This design comes from an exercise in tuning for small area, a short achievable clock period and few clock cycles per item on the open sky130 flow, not from production work.
At most, simulation tests tie the RTL to the original design; equivalence was not proved.
The clock input has no modelled driver; a real chip could not lean on it and would need a root buffer or a full tree.
Power and IR drop assume default switching activity.

==> module sha1_pad_top, before the edit <==
module sha1_pad_top (
    input  logic           sys_clk,
    input  logic           sys_rst,
    input  logic           msg_cal_channel_ready,
    input  logic           msg_info_fifo_empty,
    input  logic [15:0]    msg_info,
    input  logic [5:0]     msg_channel_num,
    output logic           msg_info_rd_en,
    output logic           msg_data_rd_en,
    input  logic [127:0]   msg_data,
    output logic           msg_filled_data_valid,
    output logic           msg_filled_data_sop,
    output logic           msg_filled_data_eop,
    output logic [511:0]   msg_filled_data,
    output logic           msg_filled_info_valid,
    output logic [15:0]    msg_filled_info,
    output logic [13:0]    msg_filled_tag,
    output logic [11:0]    msg_filled_addr
);
    logic          info_pend;       
    logic          nxt_v;
    logic [15:0]   nxt_len;
    logic [5:0]    nxt_ch;
    logic          consume;
    always_ff @(posedge sys_clk) begin
        if (sys_rst) begin
            msg_info_rd_en <= 1'b0;
            info_pend <= 1'b0;
            nxt_v <= 1'b0;
        end else begin
            msg_info_rd_en <= !msg_info_fifo_empty && msg_cal_channel_ready && !msg_info_rd_en
                              && !info_pend && !nxt_v;
            info_pend <= msg_info_rd_en;
            if (info_pend) begin
                nxt_v <= 1'b1;
            end else if (consume) begin
                nxt_v <= 1'b0;
            end
        end
    end
    always_ff @(posedge sys_clk) begin
        if (info_pend) begin
            nxt_len <= msg_info;
            nxt_ch <= msg_channel_num;
        end
    end
    logic          act;             
    logic [11:0]   cnt;             
    logic          nz;              
    logic          padp;            
    logic          padrd;           
    logic          ext;             
    logic          fst;             
    logic [1:0]    pos;             
    logic          last_q;          
    logic          s_full;
    logic          s_pad;
    logic          s_p3;
    logic [11:0]   cnt_dec;
    logic          cnt_one;
    for (genvar i = 0; i < 12; i++) begin : g_dec
        if (i == 0) begin : g_lsb
            assign cnt_dec[i] = !cnt[i];
        end else begin : g_bit
            assign cnt_dec[i] = cnt[i] ^ !(|cnt[i-1:0]);
        end
    end
    assign cnt_one = (cnt == 12'd1);
    assign s_full = act && nz;
    assign s_pad = act && !nz && padp;
    assign s_p3 = act && (pos == 2'd3);
    assign consume = nxt_v && (!act || last_q);
    always_ff @(posedge sys_clk) begin
        if (sys_rst) begin
            act <= 1'b0;
            pos <= 2'd0;
            last_q <= 1'b0;
        end else begin
            last_q <= act && !last_q && (pos == 2'd2) && (!nz || cnt_one) && !ext;
            if (act) begin
                pos <= pos + 1'b1;
                if (!nz) begin
                    padp <= 1'b0;
                end
                fst <= 1'b0;
                if (s_p3 && !nz) begin
                    ext <= 1'b0;
                end
                if (last_q) begin
                    act <= 1'b0;
                end
            end
            if (consume) begin
                act <= 1'b1;
                padp <= 1'b1;
                padrd <= |nxt_len[3:0];
                ext <= (nxt_len[5:0] >= 6'd56);
                fst <= 1'b1;
            end
        end
    end
    always_ff @(posedge sys_clk) begin
        if (consume) begin
            cnt <= nxt_len[15:4];
            nz <= |nxt_len[15:4];
        end else begin
            cnt <= cnt_dec;
            nz <= nz && !cnt_one;
        end
    end
    logic          full_a, pad_a, last_a, p3_a, first_a;
    logic          full_b, pad_b, last_b, p3_b, first_b;
    always_ff @(posedge sys_clk) begin
        if (sys_rst) begin
            msg_data_rd_en <= 1'b0;
            last_a <= 1'b0;
            p3_a <= 1'b0;
            first_a <= 1'b0;
            last_b <= 1'b0;
            p3_b <= 1'b0;
            first_b <= 1'b0;
        end else begin
            msg_data_rd_en <= s_full || (s_pad && padrd);
            last_a <= act && last_q;
            p3_a <= s_p3;
            first_a <= act && fst;
            last_b <= last_a;
            p3_b <= p3_a;
            first_b <= first_a;
        end
    end
    always_ff @(posedge sys_clk) begin
        full_a <= s_full;
        pad_a <= s_pad;
        full_b <= full_a;
        pad_b <= pad_a;
    end
    logic [15:0]   out_len;
    always_ff @(posedge sys_clk) begin
        if (first_a) begin
            out_len <= nxt_len;
        end
    end
    logic [15:0]   keep;
    logic [15:0]   padb;
    logic [127:0]  in_word;
    logic [127:0]  s0, s1, s2, s3;
    always_comb begin
        for (int j = 0; j < 16; j++) begin
            keep[j] = full_b || (pad_b && (4'(j) < out_len[3:0]));
            padb[j] = pad_b && (4'(j) == out_len[3:0]);
            in_word[127-8*j -: 8] = (msg_data[127-8*j -: 8] & {8{keep[j]}}) | {padb[j], 7'b0};
        end
        if (last_b) begin
            in_word[18:3] = in_word[18:3] | out_len;
        end
    end
    always_ff @(posedge sys_clk) begin
        s0 <= s1;
        s1 <= s2;
        s2 <= s3;
        s3 <= in_word;
    end
    assign msg_filled_data = {s0, s1, s2, s3};
    logic          at_first;        
    logic [5:0]    blk_idx;
    logic [10:0]   blocks;
    logic [10:0]   blk_plus1;
    logic [10:0]   blk_plus2;
    logic [5:0]    idx_inc;
    logic [13:0]   tag_inc;
    for (genvar i = 0; i < 11; i++) begin : g_blk
        if (i == 0) begin : g_b0
            assign blk_plus1[i] = !nxt_len[6];
            assign blk_plus2[i] = nxt_len[6];
        end else if (i < 10) begin : g_bm
            assign blk_plus1[i] = nxt_len[6+i] ^ (&nxt_len[6+i-1:6]);
            if (i == 1) begin : g_b1
                assign blk_plus2[i] = !nxt_len[7];
            end else begin : g_bn
                assign blk_plus2[i] = nxt_len[6+i] ^ (&nxt_len[6+i-1:7]);
            end
        end else begin : g_btop
            assign blk_plus1[i] = &nxt_len[15:6];
            assign blk_plus2[i] = &nxt_len[15:7];
        end
    end
    for (genvar i = 0; i < 6; i++) begin : g_idx
        if (i == 0) begin : g_i0
            assign idx_inc[i] = !blk_idx[i];
        end else begin : g_in
            assign idx_inc[i] = blk_idx[i] ^ (&blk_idx[i-1:0]);
        end
    end
    for (genvar i = 0; i < 14; i++) begin : g_tag
        if (i == 0) begin : g_t0
            assign tag_inc[i] = !msg_filled_tag[i];
        end else begin : g_tn
            assign tag_inc[i] = msg_filled_tag[i] ^ (&msg_filled_tag[i-1:0]);
        end
    end
    assign blocks = (nxt_len[5:0] >= 6'd56) ? blk_plus2 : blk_plus1;
    always_ff @(posedge sys_clk) begin
        if (sys_rst) begin
            msg_filled_data_valid <= 1'b0;
            msg_filled_data_sop <= 1'b0;
            msg_filled_data_eop <= 1'b0;
            at_first <= 1'b0;
            blk_idx <= 6'd0;
            msg_filled_tag <= '1;   
        end else begin
            msg_filled_data_valid <= p3_b;
            msg_filled_data_sop <= p3_b && at_first;
            msg_filled_data_eop <= last_b;
            if (first_b) begin
                at_first <= 1'b1;
            end else if (p3_b) begin
                at_first <= 1'b0;
            end
            if (p3_b) begin
                blk_idx <= at_first ? 6'd0 : idx_inc;
                if (at_first) begin
                    msg_filled_tag <= tag_inc;
                end
            end
        end
    end
    logic [5:0]    out_ch;
    logic [10:0]   out_blocks;
    always_ff @(posedge sys_clk) begin
        if (first_b) begin
            out_ch <= nxt_ch;
            out_blocks <= blocks;
        end
    end
    assign msg_filled_info_valid = msg_filled_data_sop;
    assign msg_filled_info = {5'd0, out_blocks};
    assign msg_filled_addr = {out_ch, blk_idx};
endmodule
Settings: LEC_CHECK=0, CAP_MARGIN=20, CORE_AREA=5 5 170 170, CTS_CLUSTER_DIAMETER=100, CTS_CLUSTER_SIZE=30, DIE_AREA=0 0 175 175, SLEW_MARGIN=20; clock period 5.0 ns.
standard.sh (not shown) runs the stock make flow with config.mk's settings and CLKGATE_MAP_FILE= SYNTH_SCRIPT=/design/flow/synth_recipe.tcl, a recipe that flattens the netlist after the stock synthesis.
==> flow/flow/run.sh <==
#!/bin/bash
# The standard layout (standard.sh: standard synthesis, floorplan, place,
# CTS, route), with these changes:
#  - every port gets a buf_1 port buffer (the timing repair sizes up the ones
#    that need it);
#  - I/O pins may sit one routing track apart, so the die can be small;
#  - CTS adds no balancing loads;
#  - after CTS, flow/post_cts_tree.tcl rebuilds the top of the clock tree as
#    four branch buffers driven by the clock port, each feeding a quarter of
#    the leaf buffers, then runs the timing repair CTS would have run;
#  - the timing repair aims at 1.92 ns (SETUP_SLACK_MARGIN 3.08 at the 5 ns
#    clock).
# All output goes to standard.log here; ORFS keeps each step's log under orfs/logs.
set -e
bash standard.sh BUFFER_PORTS_ARGS="-buffer_cell sky130_fd_sc_hd__buf_1" \
  PLACE_PINS_ARGS="-min_distance 1 -min_distance_in_tracks" \
  CTS_ARGS="-sink_clustering_enable -repair_clock_nets -sink_clustering_size 30 -sink_clustering_max_diameter 100 -dont_use_dummy_load" \
  SKIP_CTS_REPAIR_TIMING=1 POST_CTS_TCL=$PWD/flow/post_cts_inv.tcl \
  SETUP_SLACK_MARGIN=3.2 finish > standard.log 2>&1
Other scripts of this flow, unchanged in this note and not shown: flow/flow/post_cts_inv.tcl
Testbench counts at the start, summed over its fixed seeds: cycles 19,299, messages 800.
Rerun with:
--- a/flow/design.v
+++ b/flow/design.v
@@ -50,5 +50,5 @@
     logic          nz;              
     logic          padp;            
-    logic          padrd;           
+    logic [3:0]    tail;            
     logic          ext;             
     logic          fst;             
@@ -95,5 +95,5 @@
                 act <= 1'b1;
                 padp <= 1'b1;
-                padrd <= |nxt_len[3:0];
+                tail <= nxt_len[3:0];
                 ext <= (nxt_len[5:0] >= 6'd56);
                 fst <= 1'b1;
@@ -112,4 +112,5 @@
     logic          full_a, pad_a, last_a, p3_a, first_a;
     logic          full_b, pad_b, last_b, p3_b, first_b;
+    logic [3:0]    tail_a, tail_b;   
     always_ff @(posedge sys_clk) begin
         if (sys_rst) begin
@@ -122,5 +123,5 @@
             first_b <= 1'b0;
         end else begin
-            msg_data_rd_en <= s_full || (s_pad && padrd);
+            msg_data_rd_en <= s_full || (s_pad && (|tail));
             last_a <= act && last_q;
             p3_a <= s_p3;
@@ -136,4 +137,6 @@
         full_b <= full_a;
         pad_b <= pad_a;
+        tail_a <= tail;
+        tail_b <= tail_a;
     end
     logic [15:0]   out_len;
@@ -149,6 +152,6 @@
     always_comb begin
         for (int j = 0; j < 16; j++) begin
-            keep[j] = full_b || (pad_b && (4'(j) < out_len[3:0]));
-            padb[j] = pad_b && (4'(j) == out_len[3:0]);
+            keep[j] = full_b || (pad_b && (4'(j) < tail_b));
+            padb[j] = pad_b && (4'(j) == tail_b);
             in_word[127-8*j -: 8] = (msg_data[127-8*j -: 8] & {8{keep[j]}}) | {padb[j], 7'b0};
         end
=> Cell area goes up by 1.6%. Clock power rose by about 3%. Core utilization went up by 1.1 points. Die area is unchanged. Global-route usage went up by 0.22 points. Routed wire length barely changes. Cell count climbs by 0.38%. Power grows by 2.0%. Worst setup slack gets better by 0.0036 ns. Fmax hardly moves.
For the second run of this note, only the layout was checked, not whether the RTL still works. In every run of this note, the design's own scripts or RTL, not TritonCTS, make the clock network.

==> re-timing with driven ports <==
No port has a modelled driver above. Below, the same layouts with a new extraction and two added sets of constraints.
Step 1, drivers: a clkbuf_16 drives sys_clk and a buf_2 each remaining input, both assumed.
Step 2 also shifts input and output timing later by t, the mid clock arrival at the registers, as if the neighbouring blocks saw the same clock.
Three values: ideal, step 1, step 2; two values: the first two.
run | t, ns | slack for setup (ns) | hold WS [ns] | worst register clock-pin slew, ns | cell pins on the clock port's net
the first run | 0.440 | 3.219 / 2.984 / 2.994 | 0.332 / 0.332 / 0.332 | 0.10 / 0.11 | 4
the second run | 0.420 | 3.222 / 2.982 / 3.026 | 0.336 / 0.334 / 0.334 | 0.11 / 0.11 | 4
After both steps setup and hold are still met in every run listed. The setup slack of the first run, which loses most, moves by -0.235 ns with the drivers and by -0.225 ns with both steps.
